This design comes from an exercise in tuning for small area, a short achievable clock period and few clock cycles per item on the open sky130 flow, not from production work.
At most, simulation tests tie the RTL to the original design; equivalence was not proved.
Power figures rest on the tool's default switching activity, not on a simulated workload.

Design exu_alu, start of the top module:
module exu_alu (
  input  wire logic                    i_clk,
  input  wire logic                    i_reset,
  input  wire logic                    i_valid,
  output logic                         o_ready,
  input  wire exu_alu_pkg::exu_issue_t i_issue,
  output logic                         o_cmt_valid,
  input  wire logic                    i_cmt_ready,
  output exu_alu_pkg::exu_cmt_t        o_cmt,
  output logic                         o_wbck_valid,
  input  wire logic                    i_wbck_ready,
  output exu_alu_pkg::exu_wbck_t       o_wbck
);
Size in the first run: roughly 220 I/O pins, roughly 0.014 mm2 of cells after synthesis.
==> flow/config.mk <==
export PLATFORM = sky130hd
export DESIGN_NAME = exu_alu
export DESIGN_NICKNAME = exu_alu
export VERILOG_FILES = /design/flow/design.v
export SDC_FILE = /design/flow/constraint.sdc
export NUM_CORES = 4
export LEC_CHECK = 0
export CAP_MARGIN = 20
export CORE_MARGIN = 2
export CORE_UTILIZATION = 40
export SETUP_SLACK_MARGIN = 3
export SLEW_MARGIN = 20
==> flow/constraint.sdc <==
create_clock -name core_clock -period 10.0 [get_ports {i_clk}]
set_input_delay 2.0000 -clock core_clock [delete_from_list [all_inputs] [get_ports {i_clk}]]
set_output_delay 2.0000 -clock core_clock [all_outputs]
set_load 0.01 [all_outputs]
standard.sh (not shown) runs the stock make flow with config.mk's settings and CLKGATE_MAP_FILE= SYNTH_SCRIPT=/design/flow/synth_recipe.tcl, a recipe that flattens the netlist after the stock synthesis.
==> flow/flow/run.sh <==
#!/bin/bash
# ORFS layout as the standard.sh runs it, with two changes:
#  - the ports are buffered with buf_1 instead of the cell buffer_ports picks;
#  - synthesis maps logic with an area-oriented ABC script (flow/abc_map.script),
#    the rest of synthesis is synth_recipe.tcl unchanged.
set -euo pipefail
here=$(pwd)
export BUFFER_PORTS_ARGS="-buffer_cell sky130_fd_sc_hd__buf_1"
export OWN_ABC_SCRIPT="$here/flow/abc_map.script"
{
  cat <<'TCL'
proc abc {args} {
  set i [lsearch $args -script]
  if {$i >= 0} { lset args [expr {$i + 1}] $::env(OWN_ABC_SCRIPT) }
  yosys abc {*}$args
}
TCL
  cat synth_recipe.tcl
} > own_synth.tcl
sed "s#SYNTH_SCRIPT=[^ ]*#SYNTH_SCRIPT=$here/own_synth.tcl#" standard.sh > own_standard.sh
bash own_standard.sh > orfs_make.log 2>&1
==> flow/flow/abc_map.script <==
&get -n
&st
&dch
&nf
&put
buffer -c
topo
stime -c
upsize -c
dnsize -c
Testbench counts at the start, summed over its fixed seeds: cycles 5,236, items 3,200.
Rerun with:
==> flow/flow/abc_map.script (replaced) <==
&get -n
&st
&dch
&nf -a
&put
topo
stime -c
=> Combinational power rises by about 3%. Register-to-register slack gains 0.07 ns. Final cell count grows by 0.70%.

========
lane 1:
Another version of the RTL of exu_alu (not shown whole).
For scale: roughly 2400 cells after synthesis, ~35 flip-flops, ~220 I/O pins, roughly 19000 sq um of cells after synthesis.
Settings: LEC_CHECK=0, CAP_MARGIN=20, CORE_MARGIN=2, CORE_UTILIZATION=40, SLEW_MARGIN=20; clock period 10.0 ns.
run.sh (not shown) runs the stock make flow with config.mk's settings and CLKGATE_MAP_FILE= SYNTH_SCRIPT=/design/flow/synth_recipe.tcl, a recipe that flattens the netlist after the stock synthesis.
Stock flow here: none of the scripts above is used.
Looking at the reports, lane 1 completed the entire flow and the layout it produced met the timing, DRC and antenna checks.
Modified inputs, lane 2 compared to lane 1
==> flow/flow/run.sh (new file) <==
#!/bin/bash
# Standard ORFS layout; the only change is the cell that buffers the ports.
set -euo pipefail
export BUFFER_PORTS_ARGS="-buffer_cell sky130_fd_sc_hd__buf_2"
bash standard.sh > orfs_make.log 2>&1
==> flow/standard.sh (new file) <==
#!/bin/bash
# synth_recipe.tcl (not shown) runs the flow's synth.tcl, then flattens the netlist and writes it again
# the make line also repeats each setting of config.mk as NAME=value (left out here)
make -C /OpenROAD-flow-scripts/flow DESIGN_CONFIG=/design/flow/config.mk WORK_HOME=/design/flow/orfs CLKGATE_MAP_FILE= SYNTH_SCRIPT=/design/flow/synth_recipe.tcl "${@:-finish}"
removed: flow/run.sh
==> comparison <==
- Later-pin clock latency in the skew report | lane 2 above lane 1
- | global-route usage | lane 1 vs lane 2 | ≈ equal |
- Routed length on met3 shrinks by a little under 10% when moving from lane 1 to lane 2.
- [compare] base=lane 1 new=lane 2: part of the power in the clock network saw an increase; via count lower; count of buffering cells on the critical path with inverters included went down 1.
Function was not checked in any run of this note: the RTL went through the layout flow alone.

========
south:
Another version of the RTL of exu_alu (not shown whole).
Size: ~220 I/O pins, roughly 14000 sq um of cells after synthesis.
clock: 10.0 ns
lec_check: 0
cap_margin: 20
core_margin: 2
core_utilization: 40
setup_slack_margin: 4
slew_margin: 20
standard.sh (not shown) runs the stock make flow with config.mk's settings and CLKGATE_MAP_FILE= SYNTH_SCRIPT=/design/flow/synth_recipe.tcl, a recipe that flattens the netlist after the stock synthesis.
==> flow/flow/run.sh <==
#!/bin/bash
# Standard ORFS layout; the only change is the cell that buffers the ports.
set -euo pipefail
export BUFFER_PORTS_ARGS="-buffer_cell sky130_fd_sc_hd__buf_2"
bash standard.sh > orfs_make.log 2>&1
Modified inputs, east compared to south
# south
export LEC_CHECK = 0
export CAP_MARGIN = 20
export CORE_MARGIN = 2
export CORE_UTILIZATION = 40
export SETUP_SLACK_MARGIN = 4
export SLEW_MARGIN = 20
create_clock -name core_clock -period 10.0 [get_ports {i_clk}]
# east
export LEC_CHECK = 0
export CAP_MARGIN = 20
export CORE_MARGIN = 2
export CORE_UTILIZATION = 40
export SETUP_SLACK_MARGIN = 3
export SLEW_MARGIN = 20
create_clock -name core_clock -period 10.0 [get_ports {i_clk}]
--- outcome ---
The lower met1 capacity usage during global routing of east and south is in south. Overall power of the completed layout of south is on par with east. Via count of the first global-routing pass: higher on east.
No functional check of the RTL was part of any run of this note.

========
exu_alu, a different RTL version from the one above (not shown whole).
For scale: roughly 1,700 cells after synthesis, ~66 flip-flops, ~220 I/O pins, ~0.014 mm² of cells after synthesis.
Settings: LEC_CHECK=0, CAP_MARGIN=20, CORE_MARGIN=2, CORE_UTILIZATION=40, CTS_BUF_LIST=sky130_fd_sc_hd__clkbuf_4 sky130_fd_sc_hd__clkbuf_8, SETUP_SLACK_MARGIN=2.5, SLEW_MARGIN=20; clock period 10.0 ns.
==> flow/flow/run.sh <==
#!/bin/bash
# ORFS layout as the standard.sh runs it, with two changes:
#  - the ports are buffered with buf_1 instead of the cell buffer_ports picks;
#  - synthesis maps logic with a shorter ABC script (delay-aware mapping, no SOP balancing loop) (flow/abc_map.script),
#    the rest of synthesis is synth_recipe.tcl unchanged.
set -euo pipefail
here=$(pwd)
export BUFFER_PORTS_ARGS="-buffer_cell sky130_fd_sc_hd__buf_1"
export OWN_ABC_SCRIPT="$here/flow/abc_map.script"
{
  cat <<'TCL'
proc abc {args} {
  set i [lsearch $args -script]
  if {$i >= 0} { lset args [expr {$i + 1}] $::env(OWN_ABC_SCRIPT) }
  yosys abc {*}$args
}
TCL
  cat synth_recipe.tcl
} > own_synth.tcl
sed "s#SYNTH_SCRIPT=[^ ]*#SYNTH_SCRIPT=$here/own_synth.tcl#" standard.sh > own_standard.sh
bash own_standard.sh > orfs_make.log 2>&1
==> flow/flow/abc_map.script <==
&get -n
&st
&dch
&nf
&put
buffer -c
topo
stime -c
upsize -c
dnsize -c
The baseline passed the timing, DRC and antenna checks.
Testbench counts at the start, summed over its fixed seeds: cycles 4,972, items 3,200.
Change:
CTS_BUF_LIST = unset   (was sky130_fd_sc_hd__clkbuf_4 sky130_fd_sc_hd__clkbuf_8)
=> Setup slack improves by 0.067 ns; first-iteration DRC count increases by 7.6%; core utilization rose by 0.41 points; power goes up by about 4.3%; routed wire length stays flat; final cell count barely changes; count of clock-buffer cells in the layout is unchanged; design area came out higher by about 0.9%; via count went up by about 0.8%; combinational power hardly moves.
Change:
==> flow/flow/abc_map.script (replaced) <==
&get -n
&st
&dch
&nf -a
&put
topo
stime -c
Via count is about the same.
Total power is lower by 3.1%.
Routed wire length is lower by 2.3%.
Final area is higher by 1.5%.
Worst setup slack improved by 0.074 ns.
First-iteration DRC count is higher by 15%.
Worst hold slack improved by 0.024 ns.
Clock skew barely changes.
Synthesized cell count is lower by 8.1%.
Clock-buffer cell count is higher by 1.
Sequential share of layout area is lower by 0.16 points.
Change:
==> flow/flow/abc_map.script (replaced) <==
&get -n
&st
&dch
&nf
&put
buffer -c
topo
stime -c
upsize -c
dnsize -c
GPL_ROUTABILITY_DRIVEN = 0   (was unset)
Final area falls slightly.
Area after synthesis is higher by a few percent.
Setup slack degrades by 0.10 ns.
Hold slack loses 0.029 ns.
Non-clock buffer count shrinks by 8.
Die area rose by a few percent.
Total power increases by a few percent.
Wire length came out lower by a few percent.
Clock power rose by a quarter to a third.
Global-route usage went down by 2.4 points.
Change:
GPL_ROUTABILITY_DRIVEN = unset   (was 0)
TNS_END_PERCENT = 10   (was unset)
What happened: Die area stays the same. First-iteration DRC count shrinks by 32%. Worst hold slack gains 0.0086 ns. Routed wire length grows by 4.7%. Cell count shrinks by 0.49%. Via count shrinks by 1.6%. Non-clock buffer count shrinks by 7. Global-route usage grows by 1.9 points. Final area shrinks by 0.79%. Core utilization shrinks by 0.36 points.

[what the ideal ports hide]
Ports are ideal in the flow. The routed layouts listed here were re-timed in OpenROAD. Step 1: set_driving_cell puts a clkbuf_16 on i_clk and a buf_2 on each other input, an assumption about the parent block. Step 2, shift: input delay + t, output delay - t, t = (earliest + latest rising clock arrival at the registers) / 2. This alone moves slack from input paths to output paths. Slacks: ideal ports / drivers / drivers and shift; pairs: ideal ports / drivers.
| run | t (ns) | slack for setup (ns) | worst data-port slew with drivers (ns) | pins driven straight from the clock port |
|---|---|---|---|---|
| the first run of note 1 | 0.371 | 2.636 / 2.488 / 2.488 | 0.17 | 1 |
| the second run of note 1 | 0.395 | 2.632 / 2.541 / 2.541 | 0.11 | 1 |
| lane 1 | 0.335 | 0.787 / 0.731 / 0.731 | 0.06 | 1 |
| lane 2 | 0.352 | 1.005 / 0.942 / 0.942 | 0.06 | 1 |
| south | 0.337 | 2.299 / 2.250 / 2.131 | 0.09 | 1 |
| east | 0.334 | 2.425 / 2.350 / 2.093 | 0.13 | 1 |
| the first run of note 4 | 0.415 | 2.491 / 2.451 / 2.226 | 0.08 | 1 |
| the second run of note 4 | 0.402 | 2.558 / 2.522 / 2.360 | 0.08 | 1 |
| the third run of note 4 | 0.384 | 2.633 / 2.587 / 2.282 | 0.09 | 1 |
| the fourth run of note 4 | 0.391 | 2.532 / 2.471 / 2.250 | 0.11 | 1 |
| the fifth run of note 4 | 0.398 | 2.524 / 2.474 / 2.220 | 0.14 | 1 |
After both steps every run listed still meets setup and hold. For the third run of note 4, which loses most, drivers alone change the setup slack by -0.046 ns; drivers and shift together by -0.351 ns.
